Context: an optimization exercise on an open-source flow, tuned for small area and a short achievable clock period. The choices shown serve that exercise and are no tape-out recipe.
In this exercise RTL edits were held to simulation tests only and were not proved equivalent to the original.
Power is estimated from default activity; no workload was simulated.

the reference run:
==> flow/design.v <==
module if_stage #(
    parameter int unsigned BTB_IDX_BITS = 4,
    parameter logic [31:0] RESET_PC     = 32'h0000_0000,
    parameter logic [31:0] NOP_INST     = 32'h0000_0013
) (
    input  logic        clk,
    input  logic        reset,
    input  logic        stall,
    input  logic        flush,
    input  logic [31:0] redirect_pc,
    input  logic        upd_valid,
    input  logic [31:0] upd_pc,
    input  logic        upd_taken,
    input  logic [31:0] upd_target,
    output logic [31:0] imem_addr,
    input  logic [31:0] imem_inst,
    output logic [31:0] if_id_inst,
    output logic [31:0] if_id_pc,
    output logic        if_id_valid,
    output logic        if_id_pred_taken,
    output logic [31:0] if_id_pred_target
);
    localparam int unsigned ENTRIES = 1 << BTB_IDX_BITS;
    localparam int unsigned TAG_W   = 30 - BTB_IDX_BITS;
    logic [31:0] pc_q;
    logic [31:0] inst_q;
    logic [31:0] id_pc_q;
    logic        valid_q;
    logic        pt_q;
    logic [ENTRIES-1:0]            btb_v_q;
    logic [ENTRIES-1:0][TAG_W-1:0] btb_tag_q;
    logic [ENTRIES-1:0][31:0]      btb_tgt_q;
    logic [ENTRIES-1:0][1:0]       btb_ctr_q;
    logic [BTB_IDX_BITS-1:0] idx, uidx;
    logic [ENTRIES-1:0]      lhit_e, uhit_e, usel;
    logic                    pred_taken;
    logic [31:0]             tgt_rd, pc_inc;
    logic                    unused_upd_lsb;
    assign unused_upd_lsb = ^upd_pc[1:0];
    assign idx  = pc_q[BTB_IDX_BITS+1:2];
    assign uidx = upd_pc[BTB_IDX_BITS+1:2];
    always_comb begin
        for (int e = 0; e < ENTRIES; e++) begin
            lhit_e[e] = btb_v_q[e] && btb_ctr_q[e][1] && (btb_tag_q[e] == pc_q[31:BTB_IDX_BITS+2]);
            uhit_e[e] = btb_v_q[e] && (btb_tag_q[e] == upd_pc[31:BTB_IDX_BITS+2]);
            usel[e]   = upd_valid && (uidx == e[BTB_IDX_BITS-1:0]);
        end
    end
    assign pred_taken = lhit_e[idx];
    assign tgt_rd     = btb_tgt_q[idx];
    assign pc_inc     = pc_q + 32'd4;
    logic        adv, clr;
    logic [31:0] pc_hold;
    logic [31:0] pc_tk, pc_nt;
    assign clr       = reset || flush;
    assign adv       = !clr && !stall;
    assign pc_hold   = reset ? RESET_PC : (flush ? redirect_pc : pc_q);
    assign pc_tk     = adv ? tgt_rd : pc_hold;
    assign pc_nt     = adv ? pc_inc : pc_hold;
    always_ff @(posedge clk) begin
        pc_q    <= pred_taken ? pc_tk : pc_nt;
        pt_q    <= adv ? pred_taken : (!clr && pt_q);
        if (clr) begin
            inst_q  <= NOP_INST;
            id_pc_q <= 32'd0;
            valid_q <= 1'b0;
        end else if (!stall) begin
            inst_q  <= imem_inst;
            id_pc_q <= pc_q;
            valid_q <= 1'b1;
        end
    end
    always_ff @(posedge clk) begin
        for (int e = 0; e < ENTRIES; e++) begin
            if (reset)
                btb_v_q[e] <= 1'b0;
            else if (usel[e] && upd_taken)
                btb_v_q[e] <= 1'b1;
        end
    end
    always_ff @(posedge clk) begin
        for (int e = 0; e < ENTRIES; e++) begin
            if (usel[e] && upd_taken) begin
                btb_tag_q[e] <= upd_pc[31:BTB_IDX_BITS+2];
                btb_tgt_q[e] <= upd_target;
            end
            if (usel[e]) begin
                if (uhit_e[e]) begin
                    if (upd_taken) begin
                        if (btb_ctr_q[e] != 2'd3) btb_ctr_q[e] <= btb_ctr_q[e] + 2'd1;
                    end else begin
                        if (btb_ctr_q[e] != 2'd0) btb_ctr_q[e] <= btb_ctr_q[e] - 2'd1;
                    end
                end else if (upd_taken) begin
                    btb_ctr_q[e] <= 2'b10;
                end
            end
        end
    end
    assign imem_addr         = pc_q;
    assign if_id_inst        = inst_q;
    assign if_id_pc          = id_pc_q;
    assign if_id_valid       = valid_q;
    assign if_id_pred_taken  = pt_q;
    assign if_id_pred_target = valid_q ? pc_q : 32'd0;
endmodule
==> flow/config.mk <==
export PLATFORM = sky130hd
export DESIGN_NAME = if_stage
export DESIGN_NICKNAME = if_stage
export VERILOG_FILES = /design/flow/design.v
export SDC_FILE = /design/flow/constraint.sdc
export NUM_CORES = 4
export LEC_CHECK = 0
export CAP_MARGIN = 20
export CORE_MARGIN = 2
export CORE_UTILIZATION = 55
export SETUP_SLACK_MARGIN = 3.1
export SLEW_MARGIN = 20
==> flow/constraint.sdc <==
create_clock -name core_clock -period 6.0 [get_ports {clk}]
set_input_delay 1.2000 -clock core_clock [delete_from_list [all_inputs] [get_ports {clk}]]
set_output_delay 1.2000 -clock core_clock [all_outputs]
set_load 0.01 [all_outputs]
standard.sh (not shown) runs the stock make flow with config.mk's settings and CLKGATE_MAP_FILE= SYNTH_SCRIPT=/design/flow/synth_recipe.tcl, a recipe that flattens the netlist after the stock synthesis.
==> flow/flow/run.sh <==
#!/bin/bash
set -euo pipefail
export BUFFER_PORTS_ARGS="-buffer_cell sky130_fd_sc_hd__buf_2"
export CTS_ARGS="-sink_clustering_enable -repair_clock_nets -dont_use_dummy_load -sink_clustering_size 30 -sink_clustering_max_diameter 80"
bash standard.sh > flow_make.log 2>&1
Per the final summary, the reference run finished and its layout is clean on timing, DRC and antenna.
diff inputs: the reference run => the trial run
==> flow/design.v <==
module if_stage #(
    parameter int unsigned BTB_IDX_BITS = 4,
    parameter logic [31:0] RESET_PC     = 32'h0000_0000,
    parameter logic [31:0] NOP_INST     = 32'h0000_0013
) (
    input  logic        clk,
    input  logic        reset,
    input  logic        stall,
    input  logic        flush,
    input  logic [31:0] redirect_pc,
    input  logic        upd_valid,
    input  logic [31:0] upd_pc,
    input  logic        upd_taken,
    input  logic [31:0] upd_target,
    output logic [31:0] imem_addr,
    input  logic [31:0] imem_inst,
    output logic [31:0] if_id_inst,
    output logic [31:0] if_id_pc,
    output logic        if_id_valid,
    output logic        if_id_pred_taken,
    output logic [31:0] if_id_pred_target
);
    localparam int unsigned ENTRIES = 1 << BTB_IDX_BITS;
    localparam int unsigned TAG_W   = 30 - BTB_IDX_BITS;
    logic [31:0] pc_q;
    logic [31:0] inst_q;
    logic [31:0] id_pc_q;
    logic        valid_q;
    logic        pt_q;
    logic [31:0] ptgt_q;
    logic [ENTRIES-1:0]            btb_v_q;
    logic [ENTRIES-1:0][TAG_W-1:0] btb_tag_q;
    logic [ENTRIES-1:0][31:0]      btb_tgt_q;
    logic [ENTRIES-1:0][1:0]       btb_ctr_q;
    logic [BTB_IDX_BITS-1:0] idx, uidx;
    logic [ENTRIES-1:0]      lhit_e, uhit_e, usel;
    logic                    pred_taken;
    logic [31:0]             tgt_rd, pc_inc;
    logic                    unused_upd_lsb;
    assign unused_upd_lsb = ^upd_pc[1:0];
    assign idx  = pc_q[BTB_IDX_BITS+1:2];
    assign uidx = upd_pc[BTB_IDX_BITS+1:2];
    always_comb begin
        for (int e = 0; e < ENTRIES; e++) begin
            lhit_e[e] = btb_v_q[e] && btb_ctr_q[e][1] && (btb_tag_q[e] == pc_q[31:BTB_IDX_BITS+2]);
            uhit_e[e] = btb_v_q[e] && (btb_tag_q[e] == upd_pc[31:BTB_IDX_BITS+2]);
            usel[e]   = upd_valid && (uidx == e[BTB_IDX_BITS-1:0]);
        end
    end
    assign pred_taken = lhit_e[idx];
    assign tgt_rd     = btb_tgt_q[idx];
    assign pc_inc     = pc_q + 32'd4;
    logic        adv, clr;
    logic [31:0] pc_hold, ptgt_hold;
    logic [31:0] pc_tk, pc_nt, ptgt_tk, ptgt_nt;
    assign clr       = reset || flush;
    assign adv       = !clr && !stall;
    assign pc_hold   = reset ? RESET_PC : (flush ? redirect_pc : pc_q);
    assign ptgt_hold = clr ? 32'd0 : ptgt_q;
    assign pc_tk     = adv ? tgt_rd : pc_hold;
    assign pc_nt     = adv ? pc_inc : pc_hold;
    assign ptgt_tk   = adv ? tgt_rd : ptgt_hold;
    assign ptgt_nt   = adv ? pc_inc : ptgt_hold;
    always_ff @(posedge clk) begin
        pc_q    <= pred_taken ? pc_tk : pc_nt;
        ptgt_q  <= pred_taken ? ptgt_tk : ptgt_nt;
        pt_q    <= adv ? pred_taken : (!clr && pt_q);
        if (clr) begin
            inst_q  <= NOP_INST;
            id_pc_q <= 32'd0;
            valid_q <= 1'b0;
        end else if (!stall) begin
            inst_q  <= imem_inst;
            id_pc_q <= pc_q;
            valid_q <= 1'b1;
        end
    end
    always_ff @(posedge clk) begin
        for (int e = 0; e < ENTRIES; e++) begin
            if (reset)
                btb_v_q[e] <= 1'b0;
            else if (usel[e] && upd_taken)
                btb_v_q[e] <= 1'b1;
        end
    end
    always_ff @(posedge clk) begin
        for (int e = 0; e < ENTRIES; e++) begin
            if (usel[e] && upd_taken) begin
                btb_tag_q[e] <= upd_pc[31:BTB_IDX_BITS+2];
                btb_tgt_q[e] <= upd_target;
            end
            if (usel[e]) begin
                if (uhit_e[e]) begin
                    if (upd_taken) begin
                        if (btb_ctr_q[e] != 2'd3) btb_ctr_q[e] <= btb_ctr_q[e] + 2'd1;
                    end else begin
                        if (btb_ctr_q[e] != 2'd0) btb_ctr_q[e] <= btb_ctr_q[e] - 2'd1;
                    end
                end else if (upd_taken) begin
                    btb_ctr_q[e] <= 2'b10;
                end
            end
        end
    end
    assign imem_addr         = pc_q;
    assign if_id_inst        = inst_q;
    assign if_id_pc          = id_pc_q;
    assign if_id_valid       = valid_q;
    assign if_id_pred_taken  = pt_q;
    assign if_id_pred_target = ptgt_q;
endmodule
Findings:
The trial run reports a higher critical path depth than the reference run does.
Timing endpoint of the critical path = pc_q[4]$_DFF_P_: the trial run; timing endpoint of the critical path = btb_tgt_q[149]$_DFFE_PP_: the reference run
Summary — layout overhead on the synthesized area, the trial run relative to the reference run: lower, by 0.98 points.
As far as clock tree buffer depth is concerned, the trial run and the reference run perform about the same.
On power, the reference run and the trial run are neck and neck.
In the trial run, number of buffers outside the clock class in the layout is lower than in the reference run.
Comparing the reference run and the trial run, the lower count of cells resized by post-cts repair was measured on the reference run.
On fraction of area in registers: between the reference run and the trial run, it ends up higher for the trial run.

-- port drivers added, routing unchanged --
No port has a modelled driver above. Below, the same layouts with a new extraction and two added sets of constraints.
Step 1: set_driving_cell puts a clkbuf_16 on clk and a buf_2 on each other input, an assumption about the parent block.
Step 2 also shifts input and output timing later by t, the mid clock arrival at the registers, as if the neighbouring blocks saw the same clock.
a / b / c = ideal ports / drivers / drivers and shift; a / b = the first two.
| run | t, ns | setup WS [ns] | worst hold slack (ns) | worst setup path at the end |
|---|---|---|---|---|
| the reference run | 0.691 | 3.042 / 3.000 / 2.310 | 0.472 / 0.472 / 0.472 | input to register |
| the trial run | 0.714 | 2.949 / 2.949 / 2.380 | 0.467 / 0.467 / 0.467 | input to register |
After both steps every run listed still meets setup and hold. For the reference run, which loses most, drivers alone change the setup slack by -0.042 ns; drivers and shift together by -0.732 ns.
